What follows belongs to an exercise in optimizing a design on an open flow for small area; a production flow would make more cautious choices. Function was checked by simulation only, so behaviour that the tests miss may differ from the original. No activity file was given, so power comes from the tool's default toggle rates.

v20:
Design la_capture_core, start of the top module:
module la_capture_core #(
  parameter int WIDTH = 8,
  parameter int DEPTH = 256,
  parameter int AW    = $clog2(DEPTH)
) (
  input  logic             gclk,
  input  logic             gresetn,
  input  logic             arm,
  input  logic             abort,
  input  logic [WIDTH-1:0] probe_i,
  input  logic [WIDTH-1:0] trig_mask,
  input  logic [WIDTH-1:0] trig_value,
  input  logic [1:0]       trig_mode,
  input  logic [AW-1:0]    pre_count,
  output logic             busy,
  output logic             triggered,
  output logic             done,
  input  logic             rd_en,
  input  logic [AW-1:0]    rd_addr,
  output logic [WIDTH-1:0] rd_data,
  output logic             rd_valid
);
Settings: LEC_CHECK=0, CAP_MARGIN=20, CORE_MARGIN=2, CORE_UTILIZATION=75, PLACE_DENSITY=0.9, SLEW_MARGIN=20, SYNTH_HIERARCHICAL=1, SYNTH_MINIMUM_KEEP_SIZE=0; clock period 8.0 ns.
standard.sh (not shown) runs the stock make flow with config.mk's settings and CLKGATE_MAP_FILE= SYNTH_SCRIPT=/design/flow/synth_recipe.tcl, a recipe that flattens the netlist after the stock synthesis.
==> flow/flow/run.sh <==
#!/bin/bash
# Standard ORFS layout (the standard.sh), with two changes:
#  - port buffers use the smallest buffer, sky130_fd_sc_hd__buf_1;
#  - clock tree: clkbuf_8 sink clusters of at most 19 flops, no dummy loads.
set -euo pipefail
export BUFFER_PORTS_ARGS="-buffer_cell sky130_fd_sc_hd__buf_1"
export CTS_ARGS="-sink_clustering_enable -repair_clock_nets -dont_use_dummy_load -buf_list sky130_fd_sc_hd__clkbuf_8 -sink_clustering_size 19 -sink_clustering_max_diameter 70"
bash standard.sh > standard.log 2>&1
Relative to v20, the following input files were edited for v39:
- a change of PLACE_DENSITY from 0.9 to 0.85
==> notes.md <==
Relative to v20, antenna diode count has gone down in v39.
Fraction of final layout cells with drive strength greater than 1: v39 vs v20, no meaningful difference
On wire length after detailed routing, the higher figure sits with v20, not v39.
Re delay of the slowest critical-path stage: v20 was lower than v39.
Input-level comparison between v36 and v39:
- removing PLACE_DENSITY (formerly 0.85)
==> flow/flow/run.sh <==
#!/bin/bash
# Standard ORFS layout (the standard.sh), with two changes:
#  - port buffers use the smallest buffer, sky130_fd_sc_hd__buf_1;
#  - clock tree: clkbuf_8 sink clusters of at most 19 flops, no dummy loads.
set -euo pipefail
export BUFFER_PORTS_ARGS="-buffer_cell sky130_fd_sc_hd__buf_1"
export CTS_ARGS="-sink_clustering_enable -repair_clock_nets -dont_use_dummy_load -buf_list sky130_fd_sc_hd__clkbuf_8 -sink_clustering_size 19 -sink_clustering_max_diameter 50"
bash standard.sh > standard.log 2>&1
### Flow results
Lower routed metal-1 wirelength among v39 and v36: v39
On inverter count, v39 tracks v36 almost exactly.
Looking only at setup slack, and setting everything else aside, the lower value of v39 and v36 goes to v39.
Summary of the comparison: clock skew is higher in v36, relative to v39.
Going from v39 to v36, the post-route clock period utilization was found to have gone down by 5.1 points.
Lower clock power goes to v39 over v36.
v39 and v36 ended up with nearly the same part of the total power dissipated in combinational logic.
What v14 does differently from v36 at the input level:
==> flow/flow/run.sh <==
#!/bin/bash
# Standard ORFS layout (the standard.sh), with two changes:
#  - port buffers use the smallest buffer, sky130_fd_sc_hd__buf_1;
#  - clock tree: clkbuf_8 sink clusters of at most 19 flops, no dummy loads.
set -euo pipefail
export BUFFER_PORTS_ARGS="-buffer_cell sky130_fd_sc_hd__buf_1"
export CTS_ARGS="-sink_clustering_enable -repair_clock_nets -dont_use_dummy_load -buf_list sky130_fd_sc_hd__clkbuf_8 -sink_clustering_size 19 -sink_clustering_max_diameter 70"
bash standard.sh > standard.log 2>&1
--- outcome ---
- Wire length delta for v14 relative to v36: 1.2% lower
- On clock slew at the register clock pins of the worst setup and hold paths: between v36 and v14, it ends up lower for v36.
- Re multi-input combinational cell count: no difference whatsoever between v36 and v14.
- Against v36, v14 reports a post-route fraction of the period consumed by the critical path that is higher.
- Relative to v36, the final standard cell utilization of the core of v14 is lower by 0.35 points.
- Ratio of total power to cell area (v14 over v36): decrease, about 1.4%
- Changes observed in v14 relative to v36: global-route wire length before repair fell by about 1.2%; post-route worst hold slack fell by 4.8 ps.

-- port drivers added, routing unchanged --
The flow's constraints put no driver on any port. The routed layouts listed below were extracted and timed again, unchanged, in two steps.
Step 1, drivers: a clkbuf_16 drives gclk and a buf_2 each remaining input, both assumed.
Step 2 times the ports against the registers' clock, not the clock port: input delays grow and output delays shrink by t, the midpoint of the rising clock arrivals with the driver on.
Three values: ideal ports, drivers, drivers and shift; two values: the first two.
run	t (ns)	setup slack, ns	clock arrival spread, ns
v20	0.826	1.441 / 1.489 / 0.663	0.109 / 0.108
v39	0.820	0.825 / 0.865 / 0.046	0.064 / 0.063
v36	0.881	1.230 / 1.271 / 0.390	0.096 / 0.095
v14	0.842	1.158 / 1.196 / 0.355	0.087 / 0.087
After both steps every run listed still meets setup and hold. For v36, which loses most, drivers alone change the setup slack by +0.041 ns; drivers and shift together by -0.840 ns.
